This design comes from an exercise in tuning for small area on the open sky130 flow, not from production work.
The RTL was checked by simulation tests, not by an equivalence proof against the original design.
The clock port is modelled as an ideal driver, which makes a skipped or thinned clock tree look cheaper than it is; a real chip needs a root buffer or a tree.

Setup of try-sierra:
==> flow/design.v <==
package zone_det_pkg;
  localparam int R_W = 5;
  localparam int G_W = 6;
  localparam int B_W = 5;
  localparam int SRW = 10;
  localparam int SGW = 11;
endpackage
module zone_add #(
  parameter int W = 10
) (
  input  logic [W-1:0] a,
  input  logic [W-1:0] b,
  input  logic         ci,
  output logic [W-1:0] s,
  output logic         co
);
  logic [W:0] c;
  assign c[0] = ci;
  for (genvar i = 0; i < W; i++) begin : g_bit
    assign s[i]   = a[i] ^ b[i] ^ c[i];
    assign c[i+1] = (a[i] & b[i]) | (a[i] & c[i]) | (b[i] & c[i]);
  end
  assign co = c[W];
endmodule
module zone_accum (
  input  logic [zone_det_pkg::SRW-1:0] r_q,
  input  logic [zone_det_pkg::SGW-1:0] g_q,
  input  logic [zone_det_pkg::SRW-1:0] b_q,
  input  logic [zone_det_pkg::SRW-1:0] op_r,
  input  logic [zone_det_pkg::SGW-1:0] op_g,
  input  logic [zone_det_pkg::SRW-1:0] op_b,
  input  logic                         ci_r,
  input  logic                         ci_g,
  input  logic                         ci_b,
  output logic [zone_det_pkg::SRW-1:0] r_d,
  output logic [zone_det_pkg::SGW-1:0] g_d,
  output logic [zone_det_pkg::SRW-1:0] b_d,
  output logic                         co_r,
  output logic                         co_g,
  output logic                         co_b
);
  zone_add #(.W(zone_det_pkg::SRW)) u_r (.a(r_q), .b(op_r), .ci(ci_r), .s(r_d), .co(co_r));
  zone_add #(.W(zone_det_pkg::SGW)) u_g (.a(g_q), .b(op_g), .ci(ci_g), .s(g_d), .co(co_g));
  zone_add #(.W(zone_det_pkg::SRW)) u_b (.a(b_q), .b(op_b), .ci(ci_b), .s(b_d), .co(co_b));
endmodule
module zone_color_detector (
  input  logic        clk,
  input  logic        reset,
  input  logic        frame_start,
  input  logic        pix_valid,
  input  logic [15:0] pix_data,
  input  logic [4:0]  r_min,
  input  logic [5:0]  g_max,
  input  logic [4:0]  b_max,
  input  logic [4:0]  r_minus_g,
  input  logic [4:0]  r_minus_b,
  output logic [8:0]  zone_hit,
  output logic [3:0]  hit_count,
  output logic        result_valid,
  output logic        frame_abort
);
  localparam int SRW = zone_det_pkg::SRW;
  localparam int SGW = zone_det_pkg::SGW;
  logic [8:0] x_q, x_d;
  logic [7:0] y_q, y_d;
  logic       post, idle_st, comp, step, inc;
  logic [4:0] t_a, t_c, t_d, t_e;
  logic [5:0] t_g;
  logic [SRW-1:0] ra_q, rb_q, rc_q, ba_q, bb_q, bc_q;
  logic [SGW-1:0] ga_q, gb_q, gc_q;
  logic [SRW-1:0] r_sum, b_sum, op_r, op_b;
  logic [SGW-1:0] g_sum, op_g;
  logic           ci_r, ci_g, ci_b, co_r, co_g, co_b;
  logic       fail_q, seen_q;
  logic [8:0] pend_q, zone_hit_q;
  logic       result_valid_q, frame_abort_q;
  logic       win_x, win_row, grp, clr_row, rot, clr, x_end;
  logic [4:0] v;
  logic [2:0] l;
  logic [3:0] blk;
  logic [4:0] off;
  logic       ph, race;
  assign post    = (y_q[7:4] == 4'hF);           
  assign idle_st = post && x_q[1] && x_q[0];     
  assign comp    = post && x_q[1] && !x_q[0];    
  assign step    = pix_valid && !post;           
  assign inc     = (pix_valid && !post) || (post && !(x_q[1] && x_q[0]));
  logic [9:0] x_c;
  logic [8:0] y_c;
  logic [8:0] x_s;
  logic [7:0] y_s;
  logic       x_wrap;
  assign x_wrap = inc && (x_q == 9'd319);
  assign x_c[0] = inc;
  assign y_c[0] = x_wrap;
  for (genvar i = 0; i < 9; i++) begin : g_xinc
    assign x_s[i]   = x_q[i] ^ x_c[i];
    assign x_c[i+1] = x_q[i] & x_c[i];
  end
  for (genvar i = 0; i < 8; i++) begin : g_yinc
    assign y_s[i]   = y_q[i] ^ y_c[i];
    assign y_c[i+1] = y_q[i] & y_c[i];
  end
  assign x_d = frame_start ? {8'd0, pix_valid} : (x_wrap ? 9'd0 : x_s);
  assign y_d = frame_start ? 8'd0 : y_s;
  assign x_end   = (x_q == 9'd319);
  assign win_x   = (x_q >= 9'd51  && x_q <= 9'd55)  ||
                   (x_q >= 9'd158 && x_q <= 9'd162) ||
                   (x_q >= 9'd264 && x_q <= 9'd268);
  assign win_row = (y_q >= 8'd38  && y_q <= 8'd42)  ||
                   (y_q >= 8'd118 && y_q <= 8'd122) ||
                   (y_q >= 8'd198 && y_q <= 8'd202);
  assign v       = y_q[7:3];
  assign l       = y_q[2:0];
  assign grp     = (v >= 5'd6  && v <= 5'd8)  ||
                   (v >= 5'd16 && v <= 5'd18) ||
                   (v >= 5'd26 && v <= 5'd28);
  assign clr_row = (v == 5'd3) || (v == 5'd11) || (v == 5'd19);
  assign blk     = x_q[8:5];
  assign off     = x_q[4:0];
  assign ph      = grp && (off < 5'd25);         
  assign race    = grp && !x_q[8] && (l >= 3'd1) && (l <= 3'd4);
  assign rot = step && (clr_row || (win_row && (x_q == 9'd128 || x_q == 9'd256 || x_end)) ||
                        (grp && l == 3'd7 && x_end));
  assign clr = step && clr_row;
  always_comb begin
    op_r = '0; op_g = '0; op_b = '0;
    ci_r = 1'b0; ci_g = 1'b0; ci_b = 1'b0;
    if (win_row && win_x) begin
      op_r = SRW'(pix_data[15:11]);
      op_g = SGW'(pix_data[10:5]);
      op_b = SRW'(pix_data[4:0]);
    end
    if (race) begin
      ci_r = 1'b1;
      ci_b = 1'b1;
      op_g = SGW'(2);
    end
    if (ph && blk == 4'd0 && l == 3'd0) begin
      op_b = SRW'(t_e);
      op_g = SGW'({t_d, 1'b0});
    end
    if (ph && blk == 4'd0 && l == 3'd5) begin
      op_g = {5'h1F, ~t_d, 1'b1};
      ci_g = 1'b1;
    end
    if (ph && blk == 4'd1 && l == 3'd5) begin
      op_g = {5'h1F, ~t_g};
      ci_g = (off != 5'd0);
    end
    if (ph && blk == 4'd0 && l == 3'd6) begin
      op_b = {5'h1F, ~t_e};
      ci_b = 1'b1;
    end
    if (ph && blk == 4'd1 && l == 3'd6) begin
      op_b = {5'h1F, ~t_c};
      ci_b = (off != 5'd0);
    end
    if (ph && blk == 4'd0 && l == 3'd7) begin
      op_r = {5'h1F, ~t_a};
      ci_r = 1'b1;
    end
    if (!step) begin
      op_r = '0; op_g = '0; op_b = '0;
      ci_r = 1'b0; ci_g = 1'b0; ci_b = 1'b0;
    end
  end
  zone_accum u_acc (
    .r_q (ra_q), .g_q (ga_q), .b_q (ba_q),
    .op_r(op_r), .op_g(op_g), .op_b(op_b),
    .ci_r(ci_r), .ci_g(ci_g), .ci_b(ci_b),
    .r_d (r_sum), .g_d (g_sum), .b_d (b_sum),
    .co_r(co_r), .co_g(co_g), .co_b(co_b)
  );
  always_ff @(posedge clk) begin
    if (clr) begin
      ra_q <= '0; ga_q <= '0; ba_q <= '0;
    end else if (rot) begin
      ra_q <= rb_q; ga_q <= gb_q; ba_q <= bb_q;
    end else begin
      ra_q <= r_sum; ga_q <= g_sum; ba_q <= b_sum;
    end
    if (rot) begin
      rb_q <= rc_q; gb_q <= gc_q; bb_q <= bc_q;
      rc_q <= ra_q; gc_q <= ga_q; bc_q <= ba_q;
    end
  end
  logic fail_d, seen_d;
  always_comb begin
    fail_d = fail_q;
    seen_d = seen_q;
    if (step && grp) begin
      if (ph && blk == 4'd0 && l == 3'd0 && (co_b || co_g)) fail_d = 1'b1;
      if (race && (co_b || co_g) && !(seen_q || co_r)) fail_d = 1'b1;
      if (race && co_r) seen_d = 1'b1;
      if (ph && blk <= 4'd1 && l == 3'd5 && !co_g) seen_d = 1'b1;
      if (ph && blk <= 4'd1 && l == 3'd6 && !co_b) seen_d = 1'b1;
      if (x_end && (l == 3'd5 || l == 3'd6) && !seen_q) fail_d = 1'b1;
      if (ph && blk == 4'd0 && l == 3'd7 && !co_r) fail_d = 1'b1;
    end
    if (step && x_end && !(l >= 3'd1 && l <= 3'd3)) seen_d = 1'b0;
    if (step && x_end && l == 3'd7) fail_d = 1'b0;
  end
  always_ff @(posedge clk) begin
    fail_q <= fail_d;
    seen_q <= seen_d;
    if (step && grp && l == 3'd7 && x_end) pend_q <= {!fail_q, pend_q[8:1]};
    if (frame_start) begin
      t_a <= r_min;
      t_g <= g_max;
      t_c <= b_max;
      t_d <= r_minus_g;
      t_e <= r_minus_b;
    end
  end
  always_ff @(posedge clk) begin
    if (reset) begin
      x_q            <= 9'd3;
      y_q            <= 8'd240;
      zone_hit_q     <= '0;
      result_valid_q <= 1'b0;
      frame_abort_q  <= 1'b0;
    end else begin
      x_q            <= x_d;
      y_q            <= y_d;
      frame_abort_q  <= frame_start && !idle_st;
      result_valid_q <= comp && !frame_start;
      if (comp && !frame_start) zone_hit_q <= pend_q;
    end
  end
  assign zone_hit     = zone_hit_q;
  assign hit_count    = 4'(zone_hit_q[0]) + 4'(zone_hit_q[1]) + 4'(zone_hit_q[2]) +
                        4'(zone_hit_q[3]) + 4'(zone_hit_q[4]) + 4'(zone_hit_q[5]) +
                        4'(zone_hit_q[6]) + 4'(zone_hit_q[7]) + 4'(zone_hit_q[8]);
  assign result_valid = result_valid_q;
  assign frame_abort  = frame_abort_q;
endmodule
clock: 10.0 ns
lec_check: 0
cap_margin: 20
core_margin: 2
core_utilization: 75
slew_margin: 20
standard.sh (not shown) runs the stock make flow with config.mk's settings and CLKGATE_MAP_FILE= SYNTH_SCRIPT=/design/flow/synth_recipe.tcl, a recipe that flattens the netlist after the stock synthesis.
==> flow/flow/run.sh <==
#!/bin/bash
# The standard layout (standard.sh), with these changes to how it is made:
#  - ports are buffered with sky130_fd_sc_hd__buf_1 instead of the resizer's
#    default choice;
#  - the clock tree is built by flow/clock_tree.tcl (a root buffer and one
#    buffer per cluster of flip-flops, each sized for its load) in place of
#    TritonCTS, which adds dummy loads and more buffers than needed.
# All tool output goes to standard.log (and ORFS's own logs under orfs/logs).
export BUFFER_PORTS_ARGS="-buffer_cell sky130_fd_sc_hd__buf_1"
export PRE_CTS_TCL="$(pwd)/flow/clock_tree.tcl"
export CT_NBUF=12 CT_SLEW=0.115 CT_ROOT=sky130_fd_sc_hd__clkbuf_8
bash standard.sh > standard.log 2>&1
==> flow/flow/clock_tree.tcl <==
# Small clock tree, built before CTS in place of TritonCTS: the clock port
# drives one root buffer, which drives CT_NBUF clock buffers, each driving
# the flip-flops of one cluster of
# the placement (k-means on the flip-flop positions, seeded by recursive
# median splits). Each buffer is then sized up from CT_CELLS until its
# estimated output slew is below CT_SLEW (ns).
set ct_nbuf 16
if { [info exists ::env(CT_NBUF)] } { set ct_nbuf $::env(CT_NBUF) }
set ct_cells {sky130_fd_sc_hd__clkbuf_2 sky130_fd_sc_hd__clkbuf_4 sky130_fd_sc_hd__clkbuf_8 sky130_fd_sc_hd__clkbuf_16}
if { [info exists ::env(CT_CELLS)] } { set ct_cells $::env(CT_CELLS) }
set ct_slew 0.100
if { [info exists ::env(CT_SLEW)] } { set ct_slew $::env(CT_SLEW) }

proc ct_split { pts n axis } {
  if { $n <= 1 || [llength $pts] < 2 } { return [list $pts] }
  set s [lsort -real -index $axis $pts]
  set na [expr { $n / 2 }]
  set h [expr { ([llength $s] * $na) / $n }]
  set ax [expr { 3 - $axis }]
  return [concat [ct_split [lrange $s 0 [expr { $h - 1 }]] $na $ax] \
                 [ct_split [lrange $s $h end] [expr { $n - $na }] $ax]]
}

proc ct_centre { grp } {
  set sx 0.0; set sy 0.0
  foreach p $grp { set sx [expr { $sx + [lindex $p 1] }]; set sy [expr { $sy + [lindex $p 2] }] }
  return [list [expr { $sx / [llength $grp] }] [expr { $sy / [llength $grp] }]]
}

set ct_block [ord::get_db_block]
set ct_clk [$ct_block findNet clk]
set ct_pts {}
foreach it [$ct_clk getITerms] {
  set bb [[$it getInst] getBBox]
  lappend ct_pts [list $it [expr { ([$bb xMin] + [$bb xMax]) / 2.0 }] [expr { ([$bb yMin] + [$bb yMax]) / 2.0 }]]
}
set ct_groups [ct_split $ct_pts $ct_nbuf 1]
# k-means refinement (Manhattan distance), at most 20 passes
for { set pass 0 } { $pass < 20 } { incr pass } {
  set cs {}
  foreach g $ct_groups { if { [llength $g] > 0 } { lappend cs [ct_centre $g] } }
  set ng {}
  foreach c $cs { lappend ng {} }
  foreach p $ct_pts {
    set best 0; set bd 1e30; set k 0
    foreach c $cs {
      set d [expr { abs([lindex $p 1] - [lindex $c 0]) + abs([lindex $p 2] - [lindex $c 1]) }]
      if { $d < $bd } { set bd $d; set best $k }
      incr k
    }
    lset ng $best [concat [lindex $ng $best] [list $p]]
  }
  set ct_groups $ng
}
puts "clock_tree: [llength $ct_pts] sinks, [llength $ct_groups] buffers"
set ct_master [[ord::get_db] findMaster [lindex $ct_cells 0]]
set ct_bufs {}
set ct_i 0
foreach grp $ct_groups {
  if { [llength $grp] == 0 } { continue }
  set c [ct_centre $grp]
  set buf [odb::dbInst_create $ct_block $ct_master clkbuf_ct_$ct_i]
  set net [odb::dbNet_create $ct_block clknet_ct_$ct_i]
  $net setSigType CLOCK
  [$buf findITerm A] connect $ct_clk
  [$buf findITerm X] connect $net
  foreach p $grp {
    set it [lindex $p 0]
    $it disconnect
    $it connect $net
  }
  $buf setLocation [expr { int([lindex $c 0]) }] [expr { int([lindex $c 1]) }]
  $buf setPlacementStatus PLACED
  lappend ct_bufs clkbuf_ct_$ct_i
  incr ct_i
}
# root buffer at the centre of the leaf buffers
set sx 0.0; set sy 0.0
foreach b $ct_bufs {
  set loc [[$ct_block findInst $b] getLocation]
  set sx [expr { $sx + [lindex $loc 0] }]; set sy [expr { $sy + [lindex $loc 1] }]
}
set ct_root sky130_fd_sc_hd__clkbuf_4
if { [info exists ::env(CT_ROOT)] } { set ct_root $::env(CT_ROOT) }
set root [odb::dbInst_create $ct_block [[ord::get_db] findMaster $ct_root] clkbuf_ct_root]
set rnet [odb::dbNet_create $ct_block clknet_ct_root]
$rnet setSigType CLOCK
foreach b $ct_bufs {
  set it [[$ct_block findInst $b] findITerm A]
  $it disconnect
  $it connect $rnet
}
[$root findITerm A] connect $ct_clk
[$root findITerm X] connect $rnet
$root setLocation [expr { int($sx / [llength $ct_bufs]) }] [expr { int($sy / [llength $ct_bufs]) }]
$root setPlacementStatus PLACED
$ct_clk setSigType CLOCK
set_propagated_clock [all_clocks]
# size each buffer
foreach cell [lrange $ct_cells 1 end] {
  estimate_parasitics -placement
  foreach b $ct_bufs {
    if { [get_property [get_pins $b/X] slew_max] > $ct_slew } {
      replace_cell [get_cells $b] [get_lib_cells $cell]
    }
  }
}
estimate_parasitics -placement
foreach b [concat $ct_bufs clkbuf_ct_root] {
  set inst [$ct_block findInst $b]
  puts "clock_tree: $b [[$inst getMaster] getName] sinks [expr { [llength [[[$inst findITerm X] getNet] getITerms]] - 1 }] slew [get_property [get_pins $b/X] slew_max]"
}

proc clock_tree_synthesis { args } {
  set_propagated_clock [all_clocks]
}
Here is what was changed in the inputs of try-nickel compared with try-sierra.
- changing CORE_UTILIZATION from 75 to 90
-- flow/flow/run.sh --
<<< try-sierra, line 10
export PRE_CTS_TCL="$(pwd)/flow/clock_tree.tcl"
export CT_NBUF=12 CT_SLEW=0.115 CT_ROOT=sky130_fd_sc_hd__clkbuf_8
bash standard.sh > standard.log 2>&1
>>> try-nickel, line 10
export PRE_CTS_TCL="$(pwd)/flow/clock_tree.tcl"
export CT_NBUF=16 CT_SLEW=0.115 CT_ROOT=sky130_fd_sc_hd__clkbuf_8
bash standard.sh > standard.log 2>&1
### Flow results
try-nickel did not finish: a tool error stopped it during 5_1_grt. As far as post-synthesis simple-gate area fraction goes, try-nickel and try-sierra are indistinguishable; the numbers are identical. Quantity of gates resized following cts: try-nickel vs try-sierra identical. Compared with try-sierra, in try-nickel placer's final routability congestion estimate down 1.9%; total placed instance area flat; overall die width down 8.4 um; half-perimeter wire length after detailed placement up about 45%; vertical die dimension down 8.4%. Looking only at post-placement cell count, and setting everything else aside, the higher value of try-sierra and try-nickel goes to try-sierra. Re mean area per synthesized cell: no difference whatsoever between try-nickel and try-sierra.
Changes in try-lagoon relative to try-nickel:
- a change of CORE_UTILIZATION from 90 to 75
==> flow/flow/run.sh <==
#!/bin/bash
# The standard layout (standard.sh), with these changes to how it is made:
#  - ports are buffered with sky130_fd_sc_hd__buf_1 instead of the resizer's
#    default choice;
#  - the clock tree is built by flow/clock_tree.tcl (a root buffer and one
#    buffer per cluster of flip-flops, each sized for its load) in place of
#    TritonCTS, which adds dummy loads and more buffers than needed;
#  - after CTS, flow/recover.tcl sizes down gates with slack to spare.
# All tool output goes to standard.log (and ORFS's own logs under orfs/logs).
export BUFFER_PORTS_ARGS="-buffer_cell sky130_fd_sc_hd__buf_1"
export PRE_CTS_TCL="$(pwd)/flow/clock_tree.tcl"
export POST_CTS_TCL="$(pwd)/flow/recover.tcl"
export CT_NBUF=16 CT_SLEW=0.115 CT_ROOT=sky130_fd_sc_hd__clkbuf_8
bash standard.sh > standard.log 2>&1
==> flow/flow/recover.tcl (new file) <==
# Sourced after CTS (POST_CTS_TCL): size down gates that have timing slack to
# spare (the resizer's power recovery, which also saves area), then legalize.
set_propagated_clock [all_clocks]
estimate_parasitics -placement
repair_timing -recover_power 100
detailed_placement
check_placement -verbose
==> results.txt <==
The final HPWL from detailed placement in try-lagoon was lower than what try-nickel gave. Post-synthesis cell count across try-lagoon and try-nickel: no real change. Every stage of the flow completed for try-lagoon, and the final layout passed the timing, design-rule and antenna checks. try-nickel -> try-lagoon: last weighted congestion value of the routability-driven placer increased slightly. Re number of library cell types mapped by synthesis: no difference whatsoever between try-nickel and try-lagoon. Between try-nickel and try-lagoon, worst setup timing slack at the placement stage increased. try-nickel → try-lagoon: number of core rows up about 9%, vertical die dimension went up by about 9%, cell area reported after detailed placement barely changed, adder and majority cell fraction of the synthesized area roughly the same.
The clock cells of try-sierra and try-lagoon come from the design's own scripts or RTL, not from TritonCTS.

## static timing again, ports no longer ideal
How much do the figures lean on ideal ports? The routed layouts below were timed once more, with nothing changed but the port constraints. Step 1 sets driving cells, clkbuf_16 on the clock port and buf_2 on the other inputs (assumed; they add their load-dependent delay and slew). Step 2 also shifts input and output timing later by t, the mid clock arrival at the registers, as if the neighbouring blocks saw the same clock. Three values: ideal, step 1, step 2; two values: the first two.
run	shift t [ns]	setup WS [ns]	hold WS [ns]	clock arrival spread, ns
try-sierra	0.458	2.419 / 2.428 / 1.970	0.408 / 0.408 / 0.408	0.036 / 0.036
try-lagoon	0.469	2.441 / 2.453 / 1.984	0.399 / 0.399 / 0.399	0.039 / 0.038
After both steps setup and hold are still met in every run listed. The setup slack of try-lagoon, which loses most, moves by +0.012 ns with the drivers and by -0.457 ns with both steps.
